This is an optimization exercise on Yosys and OpenROAD, whose aim is small area, a short achievable clock period and few clock cycles per item, not a production implementation.
RTL that was checked went through simulation tests only; none was proved equivalent to the original.
The RTL of run 2 was laid out without a check of its function.
Power and IR drop assume default switching activity.

`flow/run.sh`:
```
#!/bin/bash
# synth_recipe.tcl (not shown) runs the flow's synth.tcl, then flattens the netlist and writes it again
# the make line also repeats each setting of config.mk as NAME=value (left out here)
make -C /OpenROAD-flow-scripts/flow DESIGN_CONFIG=/design/flow/config.mk WORK_HOME=/design/flow/orfs CLKGATE_MAP_FILE= SYNTH_SCRIPT=/design/flow/synth_recipe.tcl finish
```
`flow/config.mk`:
```
export PLATFORM = sky130hd
export DESIGN_NAME = image_to_ascii_level_mapper
export DESIGN_NICKNAME = image_to_ascii_level_mapper
export VERILOG_FILES = /design/flow/design.v
export SDC_FILE = /design/flow/constraint.sdc
export NUM_CORES = 4
export LEC_CHECK = 0
export CAP_MARGIN = 20
export CORE_MARGIN = 2
export CORE_UTILIZATION = 40
export SLEW_MARGIN = 20
```
`flow/constraint.sdc`:
```
create_clock -name core_clock -period 10.0 [get_ports {clk_i}]
set_input_delay 2.0000 -clock core_clock [delete_from_list [all_inputs] [get_ports {clk_i}]]
set_output_delay 2.0000 -clock core_clock [all_outputs]
set_load 0.01 [all_outputs]
```
`flow/design.v`:
```
package ialm_pkg;
  localparam int unsigned CELLS   = 64;
  localparam int unsigned CELL_AW = (CELLS > 1) ? $clog2(CELLS) : 1;
  localparam int unsigned CPR_MAX = (CELLS < 64) ? CELLS : 64;
  localparam int unsigned SUM_W   = 26;
  localparam logic [SUM_W-1:0] SUM_MAX = '1;
  localparam logic [2:0] REG_SOURCE_WIDTH    = 3'd0;
  localparam logic [2:0] REG_IMAGE_HEIGHT    = 3'd1;
  localparam logic [2:0] REG_COMPONENT_COUNT = 3'd2;
  localparam logic [2:0] REG_PIXELS_PER_CELL = 3'd3;
  localparam logic [2:0] REG_LINES_PER_BAND  = 3'd4;
  localparam logic [2:0] REG_CELLS_PER_ROW   = 3'd5;
  localparam logic [2:0] REG_PALETTE_LAST    = 3'd6;
  localparam logic [1:0] LU_IDLE = 2'd0;
  localparam logic [1:0] LU_PREP = 2'd1;
  localparam logic [1:0] LU_STEP = 2'd2;
  localparam logic [1:0] LU_DONE = 2'd3;
endpackage
module image_to_ascii_level_mapper (
  input  logic        clk_i,
  input  logic        rst_ni,
  input  logic        in_valid_i,
  output logic        in_ready_o,
  input  logic [7:0]  sample_a_i,
  input  logic [7:0]  sample_b_i,
  input  logic [7:0]  sample_c_i,
  output logic        out_valid_o,
  input  logic        out_ready_i,
  output logic [9:0]  level_o,
  output logic [5:0]  cell_index_o,
  output logic [11:0] band_index_o,
  output logic        row_end_o,
  input  logic        cfg_valid_i,
  output logic        cfg_ready_o,
  input  logic [2:0]  cfg_index_i,
  input  logic [12:0] cfg_data_i
);
  localparam int unsigned SW = ialm_pkg::SUM_W;
  localparam int unsigned NU = 2;             
  localparam int unsigned RN = 63;            
  logic [12:0] src_w_q, img_h_q;
  logic [1:0]  comps_q;
  logic [8:0]  ppc_q, lpb_q;
  logic [6:0]  cpr_q;
  logic [9:0]  pal_q;
  logic        cfg_wr;
  assign cfg_ready_o = 1'b1;
  assign cfg_wr      = cfg_valid_i;
  always_ff @(posedge clk_i or negedge rst_ni) begin
    if (!rst_ni) begin
      src_w_q <= 13'd640;
      img_h_q <= 13'd480;
      comps_q <= 2'd1;
      ppc_q   <= 9'd8;
      lpb_q   <= 9'd19;
      cpr_q   <= 7'd64;
      pal_q   <= 10'd22;
    end else if (cfg_wr) begin
      unique case (cfg_index_i)
        ialm_pkg::REG_SOURCE_WIDTH:    src_w_q <= cfg_data_i;
        ialm_pkg::REG_IMAGE_HEIGHT:    img_h_q <= cfg_data_i;
        ialm_pkg::REG_COMPONENT_COUNT: comps_q <= cfg_data_i[1:0];
        ialm_pkg::REG_PIXELS_PER_CELL: ppc_q   <= cfg_data_i[8:0];
        ialm_pkg::REG_LINES_PER_BAND:  lpb_q   <= cfg_data_i[8:0];
        ialm_pkg::REG_CELLS_PER_ROW:   cpr_q   <= cfg_data_i[6:0];
        ialm_pkg::REG_PALETTE_LAST:    pal_q   <= cfg_data_i[9:0];
        default: ;
      endcase
    end
  end
  logic [12:0] src_w_m1, img_h_m1;
  logic [11:0] w_last, h_last;
  logic [8:0]  lpb_m1, ppc_c, ppc_m1w;
  logic [7:0]  lpb_last, ppc_last;
  logic [1:0]  comps_c;
  logic [6:0]  cpr_lim, cpr_m1;
  logic [3:0]  q_msb;
  always_comb begin
    src_w_m1 = src_w_q - 13'd1;
    img_h_m1 = img_h_q - 13'd1;
    lpb_m1   = lpb_q - 9'd1;
    w_last   = (src_w_q == '0) ? '0 : (src_w_q > 13'd4096) ? '1 : src_w_m1[11:0];
    h_last   = (img_h_q == '0) ? '0 : (img_h_q > 13'd4096) ? '1 : img_h_m1[11:0];
    lpb_last = (lpb_q == '0) ? '0 : (lpb_q > 9'd256) ? '1 : lpb_m1[7:0];
    ppc_c    = (ppc_q == '0) ? 9'd1 : (ppc_q > 9'd256) ? 9'd256 : ppc_q;
    ppc_m1w  = ppc_c - 9'd1;
    ppc_last = ppc_m1w[7:0];
    comps_c  = (comps_q == '0) ? 2'd1 : comps_q;
    cpr_lim  = (cpr_q == '0) ? 7'd1 :
               (cpr_q > 7'(ialm_pkg::CPR_MAX)) ? 7'(ialm_pkg::CPR_MAX) : cpr_q;
    cpr_m1   = cpr_lim - 7'd1;
    q_msb = 4'd0;
    for (int i = 1; i < 10; i++) begin
      if (pal_q[i]) q_msb = 4'(i);
    end
  end
  logic [11:0] col_q, row_q, band_q;
  logic [7:0]  rib_q, phase_q;
  logic [6:0]  cell_q;                        
  logic        stale_q;                       
  logic        in_ready_q, in_xfer;
  logic        t_row_last, t_img_last, t_band_last, t_ph_last;
  logic        t_inr, t_emit, t_rend;
  assign in_xfer = in_valid_i & in_ready_q;
  always_comb begin
    t_row_last  = col_q >= w_last;
    t_img_last  = row_q >= h_last;
    t_band_last = rib_q >= lpb_last;
    t_ph_last   = phase_q == ppc_last;
    t_inr       = cell_q < cpr_lim;
    t_emit      = t_inr & (t_ph_last | t_row_last) & (t_band_last | t_img_last);
    t_rend      = (cell_q == cpr_m1) | t_row_last;
  end
  logic [1:0]  rb_q;                          
  logic [3:0]  rb_cnt_q;
  logic [8:0]  rb_rem_q;
  logic [11:0] rb_x_q;
  logic [9:0]  rb_t;
  logic [9:0]  rb_sub;
  logic        rb_ge;
  logic [8:0]  rb_rem_nx;
  logic [11:0] rb_x_nx;
  logic [2:0]  lk3_q;                         
  logic [5:0]  kq_min;
  always_comb begin
    rb_t      = {rb_rem_q, rb_x_q[11]};
    rb_sub    = rb_t - {1'b0, ppc_c};
    rb_ge     = rb_t >= {1'b0, ppc_c};
    rb_rem_nx = rb_ge ? rb_sub[8:0] : rb_t[8:0];
    rb_x_nx   = {rb_x_q[10:0], rb_ge};
    kq_min    = (rb_x_nx > {5'd0, cpr_m1}) ? cpr_m1[5:0] : rb_x_nx[5:0];
  end
  always_ff @(posedge clk_i or negedge rst_ni) begin
    if (!rst_ni) begin
      col_q    <= '0;
      row_q    <= '0;
      band_q   <= '0;
      rib_q    <= '0;
      phase_q  <= '0;
      cell_q   <= '0;
      stale_q  <= 1'b0;
      rb_q     <= 2'd0;
      rb_cnt_q <= '0;
      lk3_q    <= 3'd7;
    end else begin
      if (cfg_wr) begin
        stale_q  <= 1'b1;
        rb_q     <= 2'd1;
        rb_cnt_q <= 4'd12;
      end else if (rb_q != 2'd0) begin
        rb_cnt_q <= rb_cnt_q - 4'd1;
        if (rb_cnt_q == 4'd1) begin
          if (rb_q == 2'd1) begin
            lk3_q    <= kq_min[5:3];
            rb_q     <= 2'd2;
            rb_cnt_q <= 4'd12;
          end else begin
            cell_q  <= (rb_x_nx > 12'd63) ? 7'd64 : {1'b0, rb_x_nx[5:0]};
            phase_q <= rb_rem_nx[7:0];
            rb_q    <= 2'd0;
            stale_q <= 1'b0;
          end
        end
      end
      if (in_xfer) begin
        if (t_row_last) begin
          col_q   <= '0;
          cell_q  <= '0;
          phase_q <= '0;
          if (t_img_last) begin
            row_q  <= '0;
            rib_q  <= '0;
            band_q <= '0;
          end else begin
            row_q <= row_q + 12'd1;
            if (t_band_last) begin
              rib_q  <= '0;
              band_q <= band_q + 12'd1;
            end else begin
              rib_q <= rib_q + 8'd1;
            end
          end
        end else begin
          col_q <= col_q + 12'd1;
          if (t_ph_last) begin
            phase_q <= '0;
            cell_q  <= cell_q[6] ? cell_q : cell_q + 7'd1;
          end else begin
            phase_q <= phase_q + 8'd1;
          end
        end
      end
    end
  end
  always_ff @(posedge clk_i) begin
    if (cfg_wr) begin
      rb_rem_q <= '0;
      rb_x_q   <= w_last;
    end else if (rb_q != 2'd0) begin
      if (rb_q == 2'd1 && rb_cnt_q == 4'd1) begin
        rb_rem_q <= '0;
        rb_x_q   <= col_q;
      end else begin
        rb_rem_q <= rb_rem_nx;
        rb_x_q   <= rb_x_nx;
      end
    end
  end
  logic        a_v_q;
  logic [7:0]  a_a_q, a_b_q, a_c_q;
  logic [5:0]  a_s_q;
  logic        a_inr_q, a_emit_q, a_rend_q;
  logic [11:0] a_band_q;
  logic [7:0]  a_p_q, a_r_q;
  always_ff @(posedge clk_i) begin
    if (in_xfer) begin
      a_a_q    <= sample_a_i;
      a_b_q    <= (comps_c >= 2'd2) ? sample_b_i : 8'd0;
      a_c_q    <= (comps_c == 2'd3) ? sample_c_i : 8'd0;
      a_s_q    <= cell_q[5:0];
      a_inr_q  <= t_inr;
      a_emit_q <= t_emit;
      a_rend_q <= t_rend;
      a_band_q <= band_q;
      a_p_q    <= phase_q;
      a_r_q    <= rib_q;
    end
  end
  logic [SW-1:0]          w_q;
  wire [SW-1:0]           ring_q [RN];
  logic [5:0]             h_q, m_q;
  logic [2:0]             lr3_q;
  logic                   rot_q, rv_q, ok_q;
  logic [5:0]    lr_m1, hn;
  logic [SW-1:0] r0m, base, sat, w_d;
  logic [SW:0]   sum;
  logic          cons, acc, emit_now;
  always_comb begin
    lr_m1    = {lr3_q, 3'b111};
    hn       = (h_q == lr_m1) ? 6'd0 : h_q + 6'd1;
    r0m      = rv_q ? ring_q[0] : '0;
    base     = rot_q ? r0m : w_q;
    sum      = {1'b0, base} + {19'd0, a_a_q} + {19'd0, a_b_q} + {19'd0, a_c_q};
    sat      = sum[SW] ? ialm_pkg::SUM_MAX : sum[SW-1:0];
    cons     = ok_q;                          
    acc      = cons & a_inr_q;
    emit_now = cons & a_emit_q;
    w_d      = acc ? (a_emit_q ? '0 : sat) : base;
  end
  always_ff @(posedge clk_i or negedge rst_ni) begin
    if (!rst_ni) begin
      w_q <= '0;
    end else begin
      w_q <= w_d;
    end
  end
  for (genvar j = 0; j < RN; j++) begin : g_ring
    localparam int unsigned G = j / 8;
    logic en;
    logic [SW-1:0] src, q;
    assign ring_q[j] = q;
    if ((j % 8) == 6) begin : g_ins
      if (j + 1 < RN) begin : g_mid
        assign src = (lr3_q == 3'(G)) ? w_q : ring_q[j+1];
      end else begin : g_end
        assign src = w_q;
      end
      assign en = rot_q & (lr3_q >= 3'(G));
    end else if ((j % 8) == 7) begin : g_first
      assign src = ring_q[j+1];
      assign en  = rot_q & (lr3_q > 3'(G));
    end else begin : g_plain
      assign src = ring_q[j+1];
      assign en  = rot_q & (lr3_q >= 3'(G));
    end
    always_ff @(posedge clk_i) begin
      if (en) q <= src;
    end
  end
  wire [NU-1:0]   u_busy_q, u_busy_d, u_done, u_load;
  wire [9:0]      u_quo_q  [NU];
  wire [5:0]      u_cell_q [NU];
  wire [11:0]     u_band_q [NU];
  wire            u_rend_q [NU];
  logic [$clog2(NU)-1:0] ld_ptr_q, ld_ptr_d, out_ptr_q;
  logic          take;
  logic [SW-1:0] d_q;
  logic          dval_q, dval_d;
  logic [15:0]   dkey_q, dkey_d;
  logic [1:0]    dst_q;                       
  logic [3:0]    dcnt_q;
  logic          d_start;
  logic [15:0]   d_want;
  logic          cur_emit;
  logic [15:0]   cur_key;
  logic [8:0]    d_pp1, d_rp1;
  logic [SW:0]   d2;
  assign d2 = {d_q, 1'b0};
  always_comb begin
    cur_emit = a_v_q ? a_emit_q : (t_emit & ~stale_q);
    cur_key  = a_v_q ? {a_p_q, a_r_q} : {phase_q, rib_q};
    d_want   = cur_emit ? cur_key : {ppc_last, lpb_last};
    d_start  = (dst_q == 2'd0) & ~cfg_wr & (~dval_q | (dkey_q != d_want)) &
               (u_busy_q == '0) & ~emit_now;
    d_pp1    = {1'b0, dkey_q[15:8]} + 9'd1;
    d_rp1    = {1'b0, dkey_q[7:0]} + 9'd1;
    dval_d   = dval_q;
    dkey_d   = dkey_q;
    if (cfg_wr) begin
      dval_d = 1'b0;
    end else if (d_start) begin
      dval_d = 1'b0;
      dkey_d = d_want;
    end else if (dst_q == 2'd3) begin
      dval_d = 1'b1;
    end
  end
  always_ff @(posedge clk_i or negedge rst_ni) begin
    if (!rst_ni) begin
      dst_q  <= 2'd0;
      dval_q <= 1'b0;
    end else begin
      dval_q <= dval_d;
      if (cfg_wr) begin
        dst_q <= 2'd0;
      end else if (d_start) begin
        dst_q <= 2'd1;
      end else if (dst_q == 2'd1) begin
        if (dcnt_q == 4'd0) dst_q <= 2'd2;
      end else if (dst_q != 2'd0) begin
        dst_q <= dst_q + 2'd1;
      end
    end
  end
  always_ff @(posedge clk_i) begin
    dkey_q <= dkey_d;
    if (d_start) begin
      d_q    <= '0;
      dcnt_q <= 4'd8;
    end else if (dst_q == 2'd1) begin
      d_q    <= {d_q[SW-2:0], 1'b0} + (d_rp1[dcnt_q] ? {17'd0, d_pp1} : '0);
      dcnt_q <= dcnt_q - 4'd1;
    end else if (dst_q == 2'd2) begin
      d_q    <= (comps_c[1] ? {d_q[SW-2:0], 1'b0} : '0) + (comps_c[0] ? d_q : '0);
    end else if (dst_q == 2'd3) begin
      d_q    <= {d_q[SW-9:0], 8'd0} - d_q;
    end
  end
  for (genvar i = 0; i < NU; i++) begin : g_unit
    logic [1:0]    k_st_q;
    logic [3:0]    k_cnt_q;
    logic [SW-1:0] k_sh_q, k_rem_q;
    logic [9:0]    k_quo_q;
    logic [5:0]    k_cell_q;
    logic [11:0]   k_band_q;
    logic          k_rend_q;
    logic          ge, s_zero;
    assign u_quo_q[i]  = k_quo_q;
    assign u_cell_q[i] = k_cell_q;
    assign u_band_q[i] = k_band_q;
    assign u_rend_q[i] = k_rend_q;
    logic [SW-1:0] short_v;
    logic [SW+1:0] t, t1, t2;
    logic          qbit;
    assign u_load[i] = emit_now & (ld_ptr_q == i);
    assign u_done[i] = (k_st_q == ialm_pkg::LU_DONE);
    always_comb begin
      ge      = k_sh_q >= d_q;
      s_zero  = k_sh_q == '0;
      short_v = ge ? '0 : d_q - k_sh_q;
      qbit    = pal_q[k_cnt_q - 4'd1];
      t       = {1'b0, k_rem_q, 1'b0} + (qbit ? {2'd0, k_sh_q} : '0);
      t1      = t - {2'd0, d_q};
      t2      = t - {1'b0, d2};
    end
    always_ff @(posedge clk_i or negedge rst_ni) begin
      if (!rst_ni) begin
        k_st_q <= ialm_pkg::LU_IDLE;
      end else begin
        unique case (k_st_q)
          ialm_pkg::LU_IDLE: if (u_load[i]) k_st_q <= ialm_pkg::LU_PREP;
          ialm_pkg::LU_PREP: k_st_q <= (q_msb == 4'd0) ? ialm_pkg::LU_DONE : ialm_pkg::LU_STEP;
          ialm_pkg::LU_STEP: if (k_cnt_q == 4'd1) k_st_q <= ialm_pkg::LU_DONE;
          ialm_pkg::LU_DONE: if (take && out_ptr_q == i) k_st_q <= ialm_pkg::LU_IDLE;
          default: k_st_q <= ialm_pkg::LU_IDLE;
        endcase
      end
    end
    always_ff @(posedge clk_i) begin
      if (u_load[i]) begin
        k_sh_q   <= sat;
        k_cell_q <= a_s_q;
        k_band_q <= a_band_q;
        k_rend_q <= a_rend_q;
      end else if (k_st_q == ialm_pkg::LU_PREP) begin
        k_sh_q  <= short_v;
        k_rem_q <= s_zero ? '0 : short_v;
        k_quo_q <= {9'd0, s_zero & (pal_q != '0)};
        k_cnt_q <= q_msb;
      end else if (k_st_q == ialm_pkg::LU_STEP) begin
        if (!t2[SW+1]) begin
          k_rem_q <= t2[SW-1:0];
          k_quo_q <= {k_quo_q[8:0], 1'b0} + 10'd2;
        end else if (!t1[SW+1]) begin
          k_rem_q <= t1[SW-1:0];
          k_quo_q <= {k_quo_q[8:0], 1'b1};
        end else begin
          k_rem_q <= t[SW-1:0];
          k_quo_q <= {k_quo_q[8:0], 1'b0};
        end
        k_cnt_q <= k_cnt_q - 4'd1;
      end
    end
    assign u_busy_q[i] = (k_st_q != ialm_pkg::LU_IDLE);
    assign u_busy_d[i] = (u_busy_q[i] & ~(take & (out_ptr_q == i))) | u_load[i];
  end
  logic        o_v_q;
  logic [9:0]  o_level_q;
  logic [5:0]  o_cell_q;
  logic [11:0] o_band_q;
  logic        o_rend_q;
  assign take = u_done[out_ptr_q] & (~o_v_q | out_ready_i);
  always_ff @(posedge clk_i or negedge rst_ni) begin
    if (!rst_ni) begin
      o_v_q     <= 1'b0;
      out_ptr_q <= '0;
      ld_ptr_q  <= '0;
    end else begin
      o_v_q <= take | (o_v_q & ~out_ready_i);
      if (take) out_ptr_q <= (out_ptr_q == NU - 1) ? '0 : out_ptr_q + 1'b1;
      ld_ptr_q <= ld_ptr_d;
    end
  end
  always_ff @(posedge clk_i) begin
    if (take) begin
      o_level_q <= u_quo_q[out_ptr_q];
      o_cell_q  <= u_cell_q[out_ptr_q];
      o_band_q  <= u_band_q[out_ptr_q];
      o_rend_q  <= u_rend_q[out_ptr_q];
    end
  end
  assign ld_ptr_d = emit_now ? ((ld_ptr_q == NU - 1) ? '0 : ld_ptr_q + 1'b1) : ld_ptr_q;
  logic        a_keep, a_v_d, stale_d;
  logic        tin_d, temit_d;
  logic [5:0]  ts_d, h_d, m_d, hn_d, lrm1_d;
  logic [15:0] tkey_d;
  logic [2:0]  ld3, lr3_d;
  logic        rot_d, rv_d, ring_ok_d, level_ok_d, ok_d;
  always_comb begin
    a_keep  = a_v_q & ~cons;
    a_v_d   = a_keep | in_xfer;
    stale_d = cfg_wr | (stale_q & ~(rb_q == 2'd2 && rb_cnt_q == 4'd1));
    tin_d   = a_keep ? a_inr_q  : (t_inr & ~stale_q);
    temit_d = a_keep ? a_emit_q : (t_emit & ~stale_q);
    ts_d    = a_keep ? a_s_q    : cell_q[5:0];
    tkey_d  = a_keep ? {a_p_q, a_r_q} : {phase_q, rib_q};
    h_d     = rot_q ? hn : h_q;
    m_d     = (rot_q && (hn > m_q)) ? hn : m_q;
    ld3     = (ts_d[5:3] > lk3_q) ? 3'd7 : lk3_q;
    lr3_d   = (tin_d && (h_d == 6'd0)) ? ld3 : lr3_q;
    lrm1_d  = {lr3_d, 3'b111};
    rot_d   = tin_d & ((lr3_d == ld3) ? (h_d != ts_d) : (h_d != 6'd0));
    hn_d    = (h_d == lrm1_d) ? 6'd0 : h_d + 6'd1;
    rv_d    = hn_d <= m_d;
    ring_ok_d  = ~tin_d | (rot_d ? (hn_d == ts_d) : (h_d == ts_d));
    level_ok_d = ~temit_d | (~u_busy_d[ld_ptr_d] & dval_d & (dkey_d == tkey_d));
    ok_d       = ring_ok_d & level_ok_d;
  end
  always_ff @(posedge clk_i or negedge rst_ni) begin
    if (!rst_ni) begin
      a_v_q      <= 1'b0;
      h_q        <= '0;
      m_q        <= '0;
      lr3_q      <= 3'd7;
      rot_q      <= 1'b0;
      rv_q       <= 1'b0;
      ok_q       <= 1'b0;
      in_ready_q <= 1'b0;
    end else begin
      a_v_q      <= a_v_d;
      h_q        <= h_d;
      m_q        <= m_d;
      lr3_q      <= lr3_d;
      rot_q      <= rot_d;
      rv_q       <= rv_d;
      ok_q       <= a_v_d & ok_d;
      in_ready_q <= ~stale_d & (~a_v_d | ok_d);
    end
  end
  assign in_ready_o   = in_ready_q;
  assign out_valid_o  = o_v_q;
  assign level_o      = o_level_q;
  assign cell_index_o = o_cell_q;
  assign band_index_o = o_band_q;
  assign row_end_o    = o_rend_q;
endmodule
```
==> impl_metrics.tcl, run 1 <==
set metrics [dict create \
    status "complete, no violations" \
    cts-htree-levels 4 \
    post-route-util_pct 45.4 \
    clkPwrFrac_pct 21.0 \
    die-area_mm2 0.238 \
    ir_worst_vdd_v 0.000370 \
    comb_power_share_pct 48.7 \
    ys_types 99 \
    path_max_fanout 23 \
    start_util_pct 40.3 \
    clock.fmax_mhz 110 \
    cts_buffers 212 \
    drive_gt1_share_pct 10.9 \
    antenna_found_initial 6 \
    cts-resized-gates 0 \
    cts_tree "done" \
    route.met3.wl_mm 11.5 \
    synthFlopType "edfxtp_1" \
    yosys_warnings 1 \
    fin_cells 10200 \
    core_region_area_mm2 0.233 \
    io_buffers 75 \
    p_int_w 0.0226 \
    async_reset_ff_share_pct 8.73 \
    grt_overflow_total 0 \
    wl_met1_mm 100 \
    synth.yosys.seq_area_share_pct 67.4 \
    critPathArrivalTime_ns 9.65 \
    synth.net_count 7163 \
    drc_errors 0 \
    maxCapViolCount 0 \
    crit_required_ns 10.53 \
    drt_iter0_drc 4650 \
    top_layer "met4" \
    syn_area_mm2 0.0938 \
    min_period_over_period_pct 91.2 \
    timing.hold.ws_ns 0.365 \
    track_usage_pct 18.3 \
    synth_edf_count 1910 \
    critPathSlowestCell "a2111oi_0" \
    skew_ns 0.108 \
    vias_per_cell 5.42 \
    cts_setup_buffers 0 \
    start_kind "register" \
    p_seq_share_pct 30.3 \
    power_switching_w 0.0154 \
    post_dp_cell_area_mm2 0.0987 \
    rrSetupSlack_ns 0.88 \
    cts_sinks 2153 \
    finalHoldViolations 0 \
    finalWeightedCongestion 0.901 \
    dr.pass1.iters 8 \
    stdcell_area_mm2 0.106 \
    grt_pass1_vias 54500 \
    die_w_um 488 \
    max-slew-margin-rel_pct 20.3 \
    rows 177 \
    hold_class "register to register" \
    vias 55400 \
    clock_latency_ns 0.88 \
    die_y_um 488 \
    switching_share_pct 40.5 \
    leakagePower_nw 37.9 \
    max_stage_delay_ns 0.69 \
    ys_ff_latch 2153 \
    report.final.slew_viol_count 0 \
    endpoint_kind "register" \
    wl_per_cell_um 21.6 \
    root_buffer "clkbuf_16" \
    io_pins 77 \
    pre_cts_slack_ns 1.04 \
    layout_setup_ws_ns 0.880 \
    routed_wl_mm 221 \
    grt_pass1_wl_mm 335 \
    fin_crit_ns 9.12 \
    nets 7351 \
    clockBufferDepth 3 \
    ant_nets 0 \
    cts.reportedPaths.clkPinSlew_ns 0.06 \
    netlist_instances 6715 \
    synth_top_area_share_pct 61.2 \
    synth_top_cell_by_area "edfxtp_1" \
    grt_max_degree 183 \
    tightest_slew_ns 1.19 \
    netlist_top_cells_area "edfxtp_1 (61%), ha_1 (5.0%), dfrtp_1 (4.5%), mux2_2 (3.0%), xnor2_1 (2.1%)" \
    syn2layout_area_growth_pct 12.8 \
    avgSynthCellArea_um2 14.0 \
    final_common_cell "edfxtp_1" \
    crit_type "register to register" \
    final_cell_mix "edfxtp_1 (1910), nor2_1 (448), nand2_1 (437)" \
    hold_buffers 0 \
    cp_common_cell "buf_4" \
    power_density_mw_per_mm2 359 \
    setup_violations 0 \
    met2WireLength_mm 100 \
    grt_setup_unrepaired "no" \
    dp.cells 9819 \
    dp.final_hpwl_mm 150 \
]
==> kinds of logic (layout without fill, tap and decap cells) <==
| family | count (synthesis) | after routing | share of synthesized area [%] |
|---|---|---|---|
| other cells | 1 | 4 | 0.00400 |
| fa+ha+maj | 404 | 404 | 5.60 |
| flops | 2153 | 2153 | 67.4 |
| simple gates | 1633 | 1633 | 8.35 |
| compound gates | 1346 | 1346 | 9.34 |
| xor+xnor | 374 | 374 | 3.50 |
| buf+inv | 477 | 844 | 1.93 |
| mux | 327 | 327 | 3.90 |
==> layout make-up <==
class | count | area (µm²)
flip-flops and latches | 2153 | 63200
inverters | 277 | 1040
clock buffers | 279 | 5640
fillers | 20300 | 127000
well taps | 3132 | 3920
diodes | 3 | 7.51
repair buffers | 174 | 1590
multi-input cells | 4085 | 29000
clock inverters | 114 | 1380
==> stage by stage <==
step / TNS, ns / power, W
floorplan: -1406.97 / 0.0246
global placement: 0 / 0.0296
detailed placement: 0 / 0.0299
CTS: 0 / 0.0380
global route: 0 / 0.0405
finish: 0 / 0.0380
==> path summary, 6_finish.rpt <==
| kind | startpoint | end | depth (start not counted) |
|---|---|---|---|
| worst max-delay path | g_unit[1].k_cnt_q[0] | g_unit[1].k_rem_q[3] | 37 |
| worst min-delay path | g_ring[12].q[13] | g_ring[11].q[13] | 0 |
| worst max register to register | g_unit[1].k_cnt_q[0] | g_unit[1].k_rem_q[3] | 37 |
| worst min register to register | g_ring[12].q[13] | g_ring[11].q[13] | 0 |
| max in group asynchronous | rst_ni | rib_q[4] | 2 |
| min in group asynchronous | rst_ni | w_q[1] | 1 |
==> routing by layer <==
| metal | track usage, % | vias up |
|---|---|---|
| li1 | - | 25800 |
| met1 | 25.5 | 27800 |
| met2 | 28.6 | 1497 |
| met3 | 3.18 | 398 |
| met4 | 7.21 | 0 |
| met5 | 0 | - |
==> cell usage after synthesis, types with 63 or more instances <==
cell type	instances
edfxtp_1	1910
nor2_1	455
nand2_1	437
ha_1	376
o21ai_0	342
a21oi_1	323
inv_1	269
mux2_2	252
xnor2_1	222
clkbuf_1	176
dfrtp_1	167
xor2_1	151
nor3_1	120
nand3_1	110
a21o_1	90
and2_1	89
nand2b_1	82
mux2i_1	69
and3_1	63
==> power by group through the flow <==
stage	Combinational (W)	Sequential [W]	Clock [W]
after floorplan	0.0132	0.0113	0
after global placement	0.0179	0.0117	0
after detailed placement	0.0182	0.0117	0
after CTS	0.0183	0.0115	0.00821
after global routing	0.0204	0.0116	0.00855
final	0.0185	0.0115	0.00799
==> worst max-delay path: cells and delay by family, from the launching register on <==
family          cells  cell delay (ns)
buf+inv             7             1.34
compound gates     19             4.78
mux                 1             0.53
flops               1             0.48
fa+ha+maj           3             0.94
simple gates        6             0.60
xor+xnor            1             0.14
==> flip-flops by register name, summed over array words and instances, names as in the netlist, 9 cells and up <==
register,flops
band_q,12
img_h_q,13
g_unit.k_band_q,24
a_band_q,12
g_ring.q,1638
g_unit.k_cell_q,12
g_unit.k_quo_q,20
pal_q,10
row_q,12
ppc_q,9
dkey_q,16
rb_x_q,12
col_q,12
o_band_q,12
w_q,26
rb_rem_q,9
g_unit.k_rem_q,52
g_unit.k_sh_q,52
d_q,26
lpb_q,9
o_level_q,10
src_w_q,13
Testbench counts, summed over its fixed seeds: cycles 14,582, items 13,568.
==> inputs of run 2 (changes only) <==
--- a/flow/design.v
+++ b/flow/design.v
@@ -12,7 +12,6 @@
   localparam logic [2:0] REG_CELLS_PER_ROW   = 3'd5;
   localparam logic [2:0] REG_PALETTE_LAST    = 3'd6;
   localparam logic [1:0] LU_IDLE = 2'd0;
-  localparam logic [1:0] LU_PREP = 2'd1;
   localparam logic [1:0] LU_STEP = 2'd2;
   localparam logic [1:0] LU_DONE = 2'd3;
 endpackage
@@ -234,14 +233,23 @@
   logic [5:0]    lr_m1, hn;
   logic [SW-1:0] r0m, base, sat, w_d;
   logic [SW:0]   sum;
+  logic [9:0]    pix;
+  logic [SW+1:0] nsum;
+  logic [SW-1:0] c_short;
+  logic          c_zero;
   logic          cons, acc, emit_now;
+  logic [SW-1:0] d_q;
   always_comb begin
     lr_m1    = {lr3_q, 3'b111};
     hn       = (h_q == lr_m1) ? 6'd0 : h_q + 6'd1;
     r0m      = rv_q ? ring_q[0] : '0;
     base     = rot_q ? r0m : w_q;
-    sum      = {1'b0, base} + {19'd0, a_a_q} + {19'd0, a_b_q} + {19'd0, a_c_q};
+    pix      = {2'd0, a_a_q} + {2'd0, a_b_q} + {2'd0, a_c_q};
+    sum      = {1'b0, base} + {17'd0, pix};
     sat      = sum[SW] ? ialm_pkg::SUM_MAX : sum[SW-1:0];
+    nsum     = {2'd0, d_q} - {2'd0, base} - {18'd0, pix};
+    c_short  = nsum[SW+1] ? '0 : nsum[SW-1:0];
+    c_zero   = (base == '0) & (pix == '0);
     cons     = ok_q;                          
     acc      = cons & a_inr_q;
     emit_now = cons & a_emit_q;
@@ -277,14 +285,13 @@
       if (en) q <= src;
     end
   end
-  wire [NU-1:0]   u_busy_q, u_busy_d, u_done, u_load;
+  wire [NU-1:0]   u_busy_q, u_busy_d, u_done, u_load, u_free_d;
   wire [9:0]      u_quo_q  [NU];
   wire [5:0]      u_cell_q [NU];
   wire [11:0]     u_band_q [NU];
   wire            u_rend_q [NU];
-  logic [$clog2(NU)-1:0] ld_ptr_q, ld_ptr_d, out_ptr_q;
-  logic          take;
-  logic [SW-1:0] d_q;
+  logic [$clog2(NU)-1:0] ld_ptr_q, ld_ptr_d, out_ptr_q, out_ptr_d;
+  logic          take, o_v_d;
   logic          dval_q, dval_d;
   logic [15:0]   dkey_q, dkey_d;
   logic [1:0]    dst_q;                       
@@ -354,20 +361,15 @@
     logic [5:0]    k_cell_q;
     logic [11:0]   k_band_q;
     logic          k_rend_q;
-    logic          ge, s_zero;
     assign u_quo_q[i]  = k_quo_q;
     assign u_cell_q[i] = k_cell_q;
     assign u_band_q[i] = k_band_q;
     assign u_rend_q[i] = k_rend_q;
-    logic [SW-1:0] short_v;
     logic [SW+1:0] t, t1, t2;
     logic          qbit;
     assign u_load[i] = emit_now & (ld_ptr_q == i);
     assign u_done[i] = (k_st_q == ialm_pkg::LU_DONE);
     always_comb begin
-      ge      = k_sh_q >= d_q;
-      s_zero  = k_sh_q == '0;
-      short_v = ge ? '0 : d_q - k_sh_q;
       qbit    = pal_q[k_cnt_q - 4'd1];
       t       = {1'b0, k_rem_q, 1'b0} + (qbit ? {2'd0, k_sh_q} : '0);
       t1      = t - {2'd0, d_q};
@@ -378,25 +380,22 @@
         k_st_q <= ialm_pkg::LU_IDLE;
       end else begin
         unique case (k_st_q)
-          ialm_pkg::LU_IDLE: if (u_load[i]) k_st_q <= ialm_pkg::LU_PREP;
-          ialm_pkg::LU_PREP: k_st_q <= (q_msb == 4'd0) ? ialm_pkg::LU_DONE : ialm_pkg::LU_STEP;
           ialm_pkg::LU_STEP: if (k_cnt_q == 4'd1) k_st_q <= ialm_pkg::LU_DONE;
           ialm_pkg::LU_DONE: if (take && out_ptr_q == i) k_st_q <= ialm_pkg::LU_IDLE;
           default: k_st_q <= ialm_pkg::LU_IDLE;
         endcase
+        if (u_load[i]) k_st_q <= (q_msb == 4'd0) ? ialm_pkg::LU_DONE : ialm_pkg::LU_STEP;
       end
     end
     always_ff @(posedge clk_i) begin
       if (u_load[i]) begin
-        k_sh_q   <= sat;
+        k_sh_q   <= c_short;
+        k_rem_q  <= c_zero ? '0 : c_short;
+        k_quo_q  <= {9'd0, c_zero & (pal_q != '0)};
+        k_cnt_q  <= q_msb;
         k_cell_q <= a_s_q;
         k_band_q <= a_band_q;
         k_rend_q <= a_rend_q;
-      end else if (k_st_q == ialm_pkg::LU_PREP) begin
-        k_sh_q  <= short_v;
-        k_rem_q <= s_zero ? '0 : short_v;
-        k_quo_q <= {9'd0, s_zero & (pal_q != '0)};
-        k_cnt_q <= q_msb;
       end else if (k_st_q == ialm_pkg::LU_STEP) begin
         if (!t2[SW+1]) begin
           k_rem_q <= t2[SW-1:0];
@@ -411,8 +410,17 @@
         k_cnt_q <= k_cnt_q - 4'd1;
       end
     end
+    logic [1:0] st_d;
     assign u_busy_q[i] = (k_st_q != ialm_pkg::LU_IDLE);
     assign u_busy_d[i] = (u_busy_q[i] & ~(take & (out_ptr_q == i))) | u_load[i];
+    always_comb begin
+      st_d = k_st_q;
+      if (k_st_q == ialm_pkg::LU_STEP && k_cnt_q == 4'd1) st_d = ialm_pkg::LU_DONE;
+      if (k_st_q == ialm_pkg::LU_DONE && take && out_ptr_q == i) st_d = ialm_pkg::LU_IDLE;
+      if (u_load[i]) st_d = (q_msb == 4'd0) ? ialm_pkg::LU_DONE : ialm_pkg::LU_STEP;
+    end
+    assign u_free_d[i] = (st_d == ialm_pkg::LU_IDLE) |
+                         ((st_d == ialm_pkg::LU_DONE) & (out_ptr_d == i) & ~o_v_d);
   end
   logic        o_v_q;
   logic [9:0]  o_level_q;
@@ -426,8 +434,8 @@
       out_ptr_q <= '0;
       ld_ptr_q  <= '0;
     end else begin
-      o_v_q <= take | (o_v_q & ~out_ready_i);
-      if (take) out_ptr_q <= (out_ptr_q == NU - 1) ? '0 : out_ptr_q + 1'b1;
+      o_v_q     <= o_v_d;
+      out_ptr_q <= out_ptr_d;
       ld_ptr_q <= ld_ptr_d;
     end
   end
@@ -439,6 +447,8 @@
       o_rend_q  <= u_rend_q[out_ptr_q];
     end
   end
+  assign o_v_d     = take | (o_v_q & ~out_ready_i);
+  assign out_ptr_d = take ? ((out_ptr_q == NU - 1) ? '0 : out_ptr_q + 1'b1) : out_ptr_q;
   assign ld_ptr_d = emit_now ? ((ld_ptr_q == NU - 1) ? '0 : ld_ptr_q + 1'b1) : ld_ptr_q;
   logic        a_keep, a_v_d, stale_d;
   logic        tin_d, temit_d;
@@ -463,7 +473,7 @@
     hn_d    = (h_d == lrm1_d) ? 6'd0 : h_d + 6'd1;
     rv_d    = hn_d <= m_d;
     ring_ok_d  = ~tin_d | (rot_d ? (hn_d == ts_d) : (h_d == ts_d));
-    level_ok_d = ~temit_d | (~u_busy_d[ld_ptr_d] & dval_d & (dkey_d == tkey_d));
+    level_ok_d = ~temit_d | (u_free_d[ld_ptr_d] & dval_d & (dkey_d == tkey_d));
     ok_d       = ring_ok_d & level_ok_d;
   end
   always_ff @(posedge clk_i or negedge rst_ni) begin
--- a/flow/config.mk
+++ b/flow/config.mk
@@ -8,4 +8,5 @@
 export CAP_MARGIN = 20
 export CORE_MARGIN = 2
 export CORE_UTILIZATION = 40
+export SETUP_SLACK_MARGIN = 5
 export SLEW_MARGIN = 20
==> impl_metrics.tcl, run 2 <==
set metrics [dict create \
    status "complete, no violations" \
    dp.final_hpwl_mm 133 \
    cts_buffers 209 \
    ys_types 100 \
    routed_wl_mm 210 \
    synth_mux_area_share_pct 4.23 \
    start_kind "register" \
    endpoint_kind "register" \
    root_buffer "clkbuf_16" \
    io_pins 77 \
    netlist_instances 6434 \
    leakagePower_nw 39.7 \
    syn_area_mm2 0.0923 \
    async_reset_ff_share_pct 8.73 \
    grt_max_degree 186 \
    cp_common_cell "a21oi_2" \
    hold_buffers 0 \
    drive_gt1_share_pct 22.6 \
    synth_edf_count 1892 \
    n_fill_cell 19400 \
    cts_tree "done" \
    rows 176 \
    synth_top_cell_by_area "edfxtp_1" \
    track_usage_pct 17.4 \
    regMostFlops "g_ring.q" \
    synthFlopType "edfxtp_1" \
    cts_sinks 2153 \
    synth.net_count 6860 \
    synth.yosys.seq_area_share_pct 68.2 \
    clock.fmax_mhz 148 \
    tightest_slew_ns 1.12 \
    cts-htree-levels 4 \
    path_max_fanout 7 \
    largest_register_ffs 1638 \
    die_y_um 484 \
    clockBufferDepth 3 \
    grt_pass1_vias 54000 \
    grt_pass1_wl_mm 320 \
    die_w_um 484 \
    drt_iter0_drc 4378 \
    reg_top3 "g_ring.q x1638, g_unit.k_rem_q x52, g_unit.k_sh_q x52" \
    crit_type "register to register" \
    antenna_found_initial 7 \
    drc_errors 0 \
    setup_tns_ns 0 \
    ys_ff_latch 2153 \
    synth_commonest_cells "edfxtp_1 (1892), nor2_1 (408), ha_1 (360), nand2_1 (357), a21oi_1 (314)" \
    fin_crit_ns 6.74 \
    die-area_mm2 0.235 \
    dr.pass1.iters 6 \
    critPathSlowestCell "mux4_2" \
    maxCapViolCount 0 \
    finalWeightedCongestion 0.865 \
    fin_cells 10100 \
    syn2layout_area_growth_pct 19.8 \
    nets 7342 \
    netlist_top_cells_area "edfxtp_1 (62%), ha_1 (4.9%), dfrtp_1 (4.5%), mux2_2 (3.3%), xnor2_1 (2.1%)" \
    yosys_warnings 1 \
    synth_top_area_share_pct 61.5 \
    grt_setup_unrepaired "yes" \
    skew_ns 0.0817 \
    start_util_pct 40.2 \
    max-slew-margin-rel_pct 25.1 \
    finalHoldViolations 0 \
    clock_latency_ns 0.88 \
    rrSetupSlack_ns 3.26 \
    ant_nets 0 \
    vias_per_cell 5.37 \
    io_buffers 75 \
    avgSynthCellArea_um2 14.4 \
    grt_overflow_total 0 \
    final_common_cell "edfxtp_1" \
    setup_violations 0 \
    report.final.slew_viol_count 0 \
    wl_per_cell_um 20.7 \
    crit_buf_inv 5 \
    layout_setup_ws_ns 3.26 \
    synth_top_family_by_area "compound AO/OA/AOI/OAI gates" \
    max_stage_delay_ns 0.50 \
    dp.cells 9420 \
    crit_family "compound AO/OA/AOI/OAI gates" \
    yosys.area_share.adder_pct 5.34 \
    min_period_over_period_pct 67.4 \
    timing.hold.ws_ns 0.371 \
    synth-xor-area-share_pct 3.52 \
    vias 54400 \
    post-route-util_pct 48.2 \
    pre_cts_slack_ns 1.60 \
    crit_required_ns 10.59 \
    synthSimpleGateAreaFrac_pct 8.32 \
    final_cell_mix "edfxtp_1 (1892), nor2_1 (334), nand2_1 (331)" \
    synth_compound_area_share_pct 8.66 \
    cts.reportedPaths.clkPinSlew_ns 0.07 \
    core_region_area_mm2 0.230 \
    power_density_mw_per_mm2 335 \
    critPathArrivalTime_ns 7.33 \
    hold_class "register to register" \
    ir_worst_vdd_v 0.000339 \
    synth_most_common_cell "edfxtp_1" \
]
## run 2: cell count changes in the layout (fill, tap and decap cells not counted), sizes merged, moves of 19 or more
cell	before	now
a211oi	52	77
inv	275	230
nor2b	52	112
nand2	437	359
o21ai	347	270
nor2	456	408
buf	99	370
o31ai	64	35
clkinv	85	104
clkbuf	280	247
## run 2: cells by family after synthesis
logic type                 count (synthesis)
buffers and inverters                    411
DFF                                     2153
and+or+nand+nor                         1544
other                                      1
muxes                                    350
xor gates and xnor gates                 371
AOI/OAI and AO/OA                       1222
adders and majority gates                382
## run 2: layout make-up
cell class                 count  area, µm²  share of cell area (%)
tap                         3026       3790                    3.42
antenna                        4       10.0                 0.00905
multi-input combinational   3875      31500                    28.4
sequential                  2153      63000                    57.0
timing repair buffer         449       4310                    3.90
clock inverter               149       1710                    1.55
inverter                     228        870                   0.786
clock buffer                 245       5450                    4.92
## run 2: through the flow
step           power, W  area [µm²]
2_1_floorplan    0.0206       92400
3_3_place_gp     0.0239       96900
3_5_place_dp     0.0240       96900
4_1_cts          0.0356      109000
5_1_grt          0.0390      111000
6_report         0.0370      111000
## run 2: timing repair
action                                  in CTS  in global routing
gates cloned                                16                  0
endpoints found under the setup margin     225                202
pin swaps                                  263                169
buffers inserted                           207                 88
gates resized for setup                    603                269
## run 2: per-layer routing
layer / track usage [%] / vias up / share of wire, %
met5: 0 / - / 0
met4: 5.53 / 0 / 2.8
met3: 2.58 / 350 / 4.1
met2: 28.8 / 1221 / 48
met1: 23.7 / 27500 / 45
li1: - / 25300 / -
## run 2: path summary, 6_finish.rpt
check | end | depth (start not counted) | startpoint
worst max-delay path | g_unit[0].k_rem_q[21] | 33 | g_unit[0].k_cnt_q[1]
min in group asynchronous | cell_q[5] | 1 | rst_ni
worst min register to register | g_ring[1].q[3] | 0 | g_ring[2].q[3]
max in group asynchronous | ppc_q[5] | 2 | rst_ni
worst max register to register | g_unit[0].k_rem_q[21] | 33 | g_unit[0].k_cnt_q[1]
worst min-delay path | g_ring[1].q[3] | 0 | g_ring[2].q[3]
## run 2: where the power goes
group	total [W]	switching [W]	leakage [nW]	internal (W)
sequential	0.0110	0.000536	20.5	0.0104
combinational	0.0180	0.00974	15.7	0.00824
clock	0.00807	0.00347	3.45	0.00461
total	0.0370	0.0137	39.7	0.0233

==> static timing again, ports no longer ideal <==
The flow's constraints put no driver on any port. The routed layouts listed below were extracted and timed again, unchanged, in two steps. Step 1, drivers: a clkbuf_16 drives clk_i and a buf_2 each remaining input, both assumed. Step 2 moves the port delays by t, midway between the first and last clock arrival at a register: inputs arrive t later, outputs are due t later. That takes back most of the time a late clock gives input paths. Three values: ideal ports, drivers, drivers and shift; two values: the first two.
| run | shift t [ns] | setup WS [ns] | clock arrival spread, ns | slew at the worst register clock pin (ns) | worst slew at a driven data input, ns |
|---|---|---|---|---|---|
| run 1 | 0.918 | 0.880 / 0.880 / 0.880 | 0.109 / 0.110 | 0.07 / 0.07 | 0.04 |
| run 2 | 0.928 | 3.260 / 3.260 / 3.260 | 0.085 / 0.085 | 0.07 / 0.07 | 0.05 |
After both steps setup and hold are still met in every run listed.
